What follows belongs to an exercise in optimizing a design on an open flow for small area, a short achievable clock period and few clock cycles per item; a production flow would make more cautious choices.
In this exercise RTL edits were held to simulation tests only and were not proved equivalent to the original.

## v6
## fan_speed_controller_top
module fan_speed_controller_top (
    input  logic        i_clk,
    input  logic        i_rst_n,
    input  logic        psel,
    input  logic        penable,
    input  logic        pwrite,
    input  logic [4:0]  paddr,
    input  logic [31:0] pwdata,
    output logic [31:0] prdata,
    output logic        pready,
    input  logic        i_s_tvalid,
    output logic        o_s_tready,
    input  logic [23:0] i_s_tdata,
    output logic        o_m_tvalid,
    input  logic        i_m_tready,
    output logic [39:0] o_m_tdata
);
    logic signed [18:0] r_on_temp, r_off_temp, r_high_temp;
    logic [11:0]        r_min_fan, r_kick_fan, r_max_fan;
    logic [7:0]         r_up_db, r_down_db;
    logic [2:0] reg_idx;
    logic       cfg_wr;
    assign pready  = 1'b1;
    assign reg_idx = paddr[4:2];
    assign cfg_wr  = psel & penable & pwrite;
    always_ff @(posedge i_clk) begin
        if (!i_rst_n) begin
            r_on_temp   <= 19'sd65000;
            r_off_temp  <= 19'sd60000;
  ...
Size: about 5400 cells after synthesis, ~530 flip-flops, roughly 140 I/O pins, ~51000 um^2 of cells after synthesis.
make LEC_CHECK=0 CAP_MARGIN=20 CORE_MARGIN=2 CORE_UTILIZATION=40 SETUP_SLACK_MARGIN=4 SLEW_MARGIN=20 finish   # period 10.0 ns
run.sh (not shown) runs the stock make flow with config.mk's settings and CLKGATE_MAP_FILE= SYNTH_SCRIPT=/design/flow/synth_recipe.tcl, a recipe that flattens the netlist after the stock synthesis.
v6 finished every stage and its layout cleared the timing, design-rule and antenna checks.
Testbench counts of v6, summed over its fixed seeds: cycles 13,632, items 12,800.
Setup changes, v6 to v7
diff --git a/flow/config.mk b/flow/config.mk
--- a/flow/config.mk
+++ b/flow/config.mk
@@ -7,2 +7,3 @@
 export LEC_CHECK = 0
+export ABC_AREA = 1
 export CAP_MARGIN = 20
Notes after the runs:
Global-route usage came out higher on v7 than on v6.
Going from v6 to v7, synthesized area has increased, data required time of the worst path now larger, clock-pin transition on the worst setup and hold timing paths ~0 delta, share of cells above drive strength 1 decreased 6.4 points, clock network area share went down by 0.24 points.
As of v7, wire length had risen by more than 10% compared to v6.
Clock-buffer cell count on v7 is up relative to v6.

* * *

fan_speed_controller_top, a different RTL version from the one above (not shown whole).
For scale: ~50,000 um2 of cells after synthesis.
export LEC_CHECK = 0
export ABC_AREA = 1
export CAP_MARGIN = 20
export CORE_MARGIN = 2
export CORE_UTILIZATION = 50
export SETUP_SLACK_MARGIN = 4.8
export SLEW_MARGIN = 20
create_clock -name core_clock -period 10.0 [get_ports {i_clk}]
standard.sh (not shown) runs the stock make flow with config.mk's settings and CLKGATE_MAP_FILE= SYNTH_SCRIPT=/design/flow/synth_recipe.tcl, a recipe that flattens the netlist after the stock synthesis.
==> flow/flow/run.sh <==
#!/bin/bash
# Standard synthesis, then an inverter-pushing pass over the full adders of
# the mapped netlist (flow/invpush.py), then the standard layout from there,
# with plain buffers (not delay buffers) as the port buffers.
set -e
set -o pipefail
cp standard.sh standard_sh_copy.log
bash standard.sh synth > synth_run.log 2>&1
RES=$(dirname "$(find orfs/results -name 1_2_yosys.v | head -1)")
cp "$RES/1_2_yosys.v" 1_2_yosys_standard.v.log
python3 flow/invpush.py 1_2_yosys_standard.v.log 1500 > invpush_out.v 2> invpush.log
cp invpush_out.v "$RES/1_2_yosys.v"
rm -f "$RES/1_synth.odb" "$RES/1_synth.sdc"
sed 's/"\${@:-finish}"/"BUFFER_PORTS_ARGS=-buffer_cell sky130_fd_sc_hd__buf_2" "${@:-finish}"/' standard.sh > standard_ports.sh
cp standard_ports.sh standard_ports_sh_copy.log
bash standard_ports.sh finish > finish_run.log 2>&1
==> flow/flow/invpush.py <==
#!/usr/bin/env python3
# Removes inverters around full-adder cells in a mapped sky130 netlist.
# A full adder is self-dual: fa(~a, ~b, ~c) = (~cout, ~sum). Each fa cell may
# be "flipped" (all three inputs and both outputs complemented); the pass picks
# flips that reduce the number of inverters, then rebuilds the inverters that
# are still needed (one per signal and polarity). Registers are not touched.
import re
import sys
from collections import defaultdict

src = open(sys.argv[1]).read()

inst_re = re.compile(r'^  (sky130_fd_sc_hd__\w+)\s+(\S+(?: )?)\s*\((.*?)\);\n', re.S | re.M)
pin_re = re.compile(r'\.(\w+)\(\s*(.*?)\s*\)(?=\s*(?:,|$))', re.S)

OUT_PINS = {'X', 'Y', 'Q', 'Q_N', 'SUM', 'COUT', 'HI', 'LO'}

cells = []
for m in inst_re.finditer(src):
    typ, name, body = m.group(1), m.group(2), m.group(3)
    pins = [(p, n.strip()) for p, n in pin_re.findall(body)]
    cells.append(dict(typ=typ, name=name, pins=pins, span=m.span()))

# module ports
hdr = re.search(r'module\s+\S+\s*\((.*?)\);', src, re.S)
ports = set()
for m in re.finditer(r'^\s*(input|output)\s+(\[[^\]]*\]\s*)?(.*?);', src, re.M):
    for n in m.group(3).split(','):
        ports.add(n.strip())

def base(net):
    n = net.strip()
    if n.startswith('\\'):
        return n
    return re.sub(r'\[\d+\]$', '', n)

# assigns count as loads of their right-hand side
assign_loads = []
for m in re.finditer(r'^\s*assign\s+(.*?)\s*=\s*(.*?)\s*;', src, re.M):
    assign_loads.append(m.group(2).strip())

driver = {}
for i, c in enumerate(cells):
    for p, n in c['pins']:
        if p in OUT_PINS:
            driver[n] = (i, p)

def is_inv(c):
    return re.match(r'sky130_fd_sc_hd__(inv|clkinv)_\d+$', c['typ']) is not None

def is_fa(c):
    return re.match(r'sky130_fd_sc_hd__fa_\d+$', c['typ']) is not None

pin_of = lambda c, p: dict(c['pins'])[p]

# inverters we may remove: output is not a port and not used by an assign
removable = set()
for i, c in enumerate(cells):
    if is_inv(c):
        y = pin_of(c, 'Y')
        if base(y) in ports or y in assign_loads:
            continue
        removable.add(i)

memo = {}
def resolve(net):
    if net in memo:
        return memo[net]
    d = driver.get(net)
    if d is not None and d[0] in removable:
        r, pol = resolve(pin_of(cells[d[0]], 'A'))
        res = (r, pol ^ 1)
    else:
        res = (net, 0)
    memo[net] = res
    return res

fa_idx = [i for i, c in enumerate(cells) if is_fa(c)]
fa_of_root = {}
for i in fa_idx:
    for p, n in cells[i]['pins']:
        if p in ('SUM', 'COUT'):
            fa_of_root[n] = i

# loads: (cell index, pin, root, pol)
loads = []
for i, c in enumerate(cells):
    if i in removable:
        continue
    for p, n in c['pins']:
        if p in OUT_PINS:
            continue
        r, pol = resolve(n)
        loads.append((i, p, r, pol))

x = defaultdict(int)   # flip per fa cell index
fa_set = set(fa_idx)

by_root = defaultdict(list)
for k, (i, p, r, pol) in enumerate(loads):
    by_root[r].append(k)

def need(k):
    i, p, r, pol = loads[k]
    v = pol
    if i in fa_set:
        v ^= x[i]
    f = fa_of_root.get(r)
    if f is not None:
        v ^= x[f]
    return v

def root_cost(r):
    ks = by_root[r]
    return 1 if any(need(k) for k in ks) else 0

# roots touched by a flip of fa i: its input roots and its output roots
touch = {}
for i in fa_idx:
    rs = set()
    for p, n in cells[i]['pins']:
        if p in OUT_PINS:
            rs.add(n)
        else:
            rs.add(resolve(n)[0])
    touch[i] = rs

def total():
    return sum(root_cost(r) for r in by_root)

before = total()
changed = True
it = 0
while changed and it < 50:
    changed = False
    it += 1
    for i in fa_idx:
        rs = touch[i]
        c0 = sum(root_cost(r) for r in rs)
        x[i] ^= 1
        c1 = sum(root_cost(r) for r in rs)
        if c1 < c0:
            changed = True
        else:
            x[i] ^= 1
# escape local minima: random restarts of single/pair flips, keep the best
import random
rng = random.Random(1)
best = total()
bestx = dict(x)
for rnd in range(int(sys.argv[2]) if len(sys.argv) > 2 else 0):
    i = rng.choice(fa_idx)
    rs = set(touch[i])
    # flip i and its fa neighbours that share a root, then re-settle greedily
    grp = [i] + [fa_of_root[r] for r in touch[i] if r in fa_of_root and rng.random() < 0.5]
    for g in grp:
        x[g] ^= 1
    changed = True
    while changed:
        changed = False
        for j in fa_idx:
            r2 = touch[j]
            c0 = sum(root_cost(r) for r in r2)
            x[j] ^= 1
            c1 = sum(root_cost(r) for r in r2)
            if c1 < c0:
                changed = True
            else:
                x[j] ^= 1
    t = total()
    if t < best:
        best = t
        bestx = dict(x)
    else:
        x.clear()
        x.update(bestx)
after = total()

# rebuild: every load pin gets the root net or its complement
neg_net = {}
new_cells = []
def neg(r):
    if r not in neg_net:
        k = len(neg_net)
        nn = 'ipush_n%d' % k
        neg_net[r] = nn
        ra = r + ' ' if r.startswith('\\') else r
        new_cells.append('  sky130_fd_sc_hd__inv_1 ipush_i%d (\n    .A(%s),\n    .Y(%s)\n  );\n' % (k, ra, nn))
    return neg_net[r]

newpins = {}
for k, (i, p, r, pol) in enumerate(loads):
    newpins[(i, p)] = neg(r) if need(k) else r

out = []
last = 0
for i, c in enumerate(cells):
    s, e = c['span']
    out.append(src[last:s])
    last = e
    if i in removable:
        continue
    parts = []
    for p, n in c['pins']:
        nn = newpins.get((i, p), n)
        if nn.startswith('\\'):
            nn = nn + ' '
        parts.append('    .%s(%s)' % (p, nn))
    out.append('  %s %s (\n%s\n  );\n' % (c['typ'], c['name'].strip() + (' ' if c['name'].startswith('\\') else ''), ',\n'.join(parts)))
tail = src[last:]
decl = ''.join('  wire %s;\n' % nn for nn in neg_net.values())
tail = tail.replace('endmodule', ''.join(new_cells) + 'endmodule', 1)
out.append(tail)
res = ''.join(out)
h = hdr.end()
res = res[:h] + '\n' + decl + res[h:]
sys.stdout.write(res)
sys.stderr.write('invpush: %d fa cells, %d flipped, %d removable inverters, %d inverters after (cost %d -> %d)\n'
                 % (len(fa_idx), sum(x[i] for i in fa_idx), len(removable), len(neg_net), before, after))
The baseline ran to the end with no violations.
Testbench counts at the start, summed over its fixed seeds: cycles 13,664, items 12,800.
==> next run, changes <==
CORE_UTILIZATION = 40   (was 50)
PLACE_DENSITY = 0.75   (was not set)
Non-clock buffer count came out lower by 15.
Final cell count went up by a few percent.
Setup slack is better by 0.034 ns.
Via count came out higher by a few percent.
Design area rises slightly.
Die area goes up by a quarter to a third.
==> next run, changes <==
--- a/flow/flow/run.sh
+++ b/flow/flow/run.sh
@@ -3,2 +3 @@
-# the mapped netlist (flow/invpush.py), then the standard layout from there,
-# with plain buffers (not delay buffers) as the port buffers.
+# the mapped netlist (flow/invpush.py), then the standard layout from there.
@@ -14,3 +13 @@
-sed 's/"\${@:-finish}"/"BUFFER_PORTS_ARGS=-buffer_cell sky130_fd_sc_hd__buf_2" "${@:-finish}"/' standard.sh > standard_ports.sh
-cp standard_ports.sh standard_ports_sh_copy.log
-bash standard_ports.sh finish > finish_run.log 2>&1
+bash standard.sh finish > finish_run.log 2>&1
PLACE_DENSITY = not set   (was 0.75)
SETUP_SLACK_MARGIN = 4.5   (was 4.8)
Result: Area after synthesis is unchanged; register-to-register slack got worse by 0.19 ns; global-route usage is higher by 0.95 points; non-clock buffer count decreases by 76; first-iteration DRC count came out lower by a quarter to a third; maximum frequency falls by a few percent; critical path depth is unchanged; worst setup slack got worse by 0.34 ns.
==> next run, changes <==
--- a/flow/flow/run.sh
+++ b/flow/flow/run.sh
@@ -3 +3,2 @@
-# the mapped netlist (flow/invpush.py), then the standard layout from there.
+# the mapped netlist (flow/invpush.py), then the standard layout from there,
+# with plain buffers (not delay buffers) as the port buffers.
@@ -13 +14,3 @@
-bash standard.sh finish > finish_run.log 2>&1
+sed 's/"\${@:-finish}"/"BUFFER_PORTS_ARGS=-buffer_cell sky130_fd_sc_hd__buf_2" "${@:-finish}"/' standard.sh > standard_ports.sh
+cp standard_ports.sh standard_ports_sh_copy.log
+bash standard_ports.sh finish > finish_run.log 2>&1
GPL_ROUTABILITY_DRIVEN = 0   (was not set)
SETUP_SLACK_MARGIN = 4.8   (was 4.5)
=> Die area barely changes; global-route usage shrinks by 0.48 points; wire length shrinks by 0.97%; synthesized cell count barely changes; flip-flop and latch count is unchanged; via count grows by 1.6%; setup slack improves by 0.18 ns; area after synthesis is about the same.
==> next run, changes <==
==> flow/flow/run.sh (replaced) <==
#!/bin/bash
# Standard synthesis, then an inverter-pushing pass over the full adders of
# the mapped netlist (flow/invpush.py), then the standard layout from there
# with repair_timing aiming at a larger setup margin.
set -e
set -o pipefail
cp standard.sh standard_sh_copy.log
bash standard.sh synth > synth_run.log 2>&1
RES=$(dirname "$(find orfs/results -name 1_2_yosys.v | head -1)")
cp "$RES/1_2_yosys.v" 1_2_yosys_standard.v.log
python3 flow/invpush.py 1_2_yosys_standard.v.log > invpush_out.v 2> invpush.log
cp invpush_out.v "$RES/1_2_yosys.v"
rm -f "$RES/1_synth.odb" "$RES/1_synth.sdc"
sed 's/SETUP_SLACK_MARGIN=[0-9.]*/SETUP_SLACK_MARGIN=5.6/' standard.sh > standard_margin.sh
bash standard_margin.sh finish > finish_run.log 2>&1
--- a/flow/flow/invpush.py
+++ b/flow/flow/invpush.py
@@ -146,31 +145,0 @@
-# escape local minima: random restarts of single/pair flips, keep the best
-import random
-rng = random.Random(1)
-best = total()
-bestx = dict(x)
-for rnd in range(int(sys.argv[2]) if len(sys.argv) > 2 else 0):
-    i = rng.choice(fa_idx)
-    rs = set(touch[i])
-    # flip i and its fa neighbours that share a root, then re-settle greedily
-    grp = [i] + [fa_of_root[r] for r in touch[i] if r in fa_of_root and rng.random() < 0.5]
-    for g in grp:
-        x[g] ^= 1
-    changed = True
-    while changed:
-        changed = False
-        for j in fa_idx:
-            r2 = touch[j]
-            c0 = sum(root_cost(r) for r in r2)
-            x[j] ^= 1
-            c1 = sum(root_cost(r) for r in r2)
-            if c1 < c0:
-                changed = True
-            else:
-                x[j] ^= 1
-    t = total()
-    if t < best:
-        best = t
-        bestx = dict(x)
-    else:
-        x.clear()
-        x.update(bestx)
GPL_ROUTABILITY_DRIVEN = not set   (was 0)
SETUP_SLACK_MARGIN = 5   (was 4.8)
Worst setup slack gains 0.30 ns.
Routed wire length goes up by 10%.
Hold slack is better by 0.018 ns.
Maximum frequency is higher by 6.2%.
Global-route usage rises by 1.8 points.
==> next run, changes <==
==> flow/flow/run.sh (replaced) <==
#!/bin/bash
# Standard synthesis, then an inverter-pushing pass over the full adders of
# the mapped netlist (flow/invpush.py), then the standard layout from there,
# with plain buffers (not delay buffers) as the port buffers.
set -e
set -o pipefail
cp standard.sh standard_sh_copy.log
bash standard.sh synth > synth_run.log 2>&1
RES=$(dirname "$(find orfs/results -name 1_2_yosys.v | head -1)")
cp "$RES/1_2_yosys.v" 1_2_yosys_standard.v.log
python3 flow/invpush.py 1_2_yosys_standard.v.log 1500 > invpush_out.v 2> invpush.log
cp invpush_out.v "$RES/1_2_yosys.v"
rm -f "$RES/1_synth.odb" "$RES/1_synth.sdc"
sed 's/"\${@:-finish}"/"BUFFER_PORTS_ARGS=-buffer_cell sky130_fd_sc_hd__buf_2" "${@:-finish}"/' standard.sh > standard_ports.sh
cp standard_ports.sh standard_ports_sh_copy.log
bash standard_ports.sh finish > finish_run.log 2>&1
--- a/flow/flow/invpush.py
+++ b/flow/flow/invpush.py
@@ -145,0 +146,31 @@
+# escape local minima: random restarts of single/pair flips, keep the best
+import random
+rng = random.Random(1)
+best = total()
+bestx = dict(x)
+for rnd in range(int(sys.argv[2]) if len(sys.argv) > 2 else 0):
+    i = rng.choice(fa_idx)
+    rs = set(touch[i])
+    # flip i and its fa neighbours that share a root, then re-settle greedily
+    grp = [i] + [fa_of_root[r] for r in touch[i] if r in fa_of_root and rng.random() < 0.5]
+    for g in grp:
+        x[g] ^= 1
+    changed = True
+    while changed:
+        changed = False
+        for j in fa_idx:
+            r2 = touch[j]
+            c0 = sum(root_cost(r) for r in r2)
+            x[j] ^= 1
+            c1 = sum(root_cost(r) for r in r2)
+            if c1 < c0:
+                changed = True
+            else:
+                x[j] ^= 1
+    t = total()
+    if t < best:
+        best = t
+        bestx = dict(x)
+    else:
+        x.clear()
+        x.update(bestx)
What happened: Synthesized cell count came out lower slightly. Worst setup slack is better by 0.037 ns. Cell count goes down by a few percent. Area after synthesis is lower slightly. Cell area drops by a little under a tenth. Die area goes down slightly. Routed wire length drops by a few percent. Non-clock buffer count drops by 203.

[separate check: timing with driven ports]
The results above use ideal ports. As a check the final layouts listed here were re-extracted and re-timed, cells and wires unchanged.
Step 1 sets driving cells, clkbuf_16 on the clock port and buf_2 on the other inputs (assumed; they add their load-dependent delay and slew).
Step 2 moves the port delays by t, midway between the first and last clock arrival at a register: inputs arrive t later, outputs are due t later. That takes back most of the time a late clock gives input paths.
Three values: ideal, step 1, step 2; two values: the first two.
run	shift t [ns]	setup WS [ns]	worst hold slack (ns)	slew at the worst register clock pin (ns)
v6	0.720	3.967 / 3.967 / 3.967	0.414 / 0.414 / 0.414	0.07 / 0.07
v7	0.735	4.204 / 4.204 / 4.204	0.402 / 0.402 / 0.402	0.07 / 0.07
the first run of note 2	0.696	4.877 / 4.877 / 4.579	0.384 / 0.384 / 0.384	0.07 / 0.07
the second run of note 2	0.750	4.911 / 4.888 / 4.722	0.379 / 0.379 / 0.379	0.07 / 0.07
the third run of note 2	0.716	4.574 / 4.551 / 4.302	0.417 / 0.417 / 0.417	0.06 / 0.06
the fourth run of note 2	0.700	4.755 / 4.755 / 4.755	0.396 / 0.396 / 0.396	0.07 / 0.07
the fifth run of note 2	0.742	5.059 / 5.059 / 5.009	0.413 / 0.413 / 0.413	0.08 / 0.08
the sixth run of note 2	0.709	5.096 / 5.074 / 5.074	0.402 / 0.402 / 0.402	0.08 / 0.08
After both steps setup and hold are still met in every run listed. The setup slack of the first run of note 2, which loses most, moves by 0.000 ns with the drivers and by -0.298 ns with both steps.
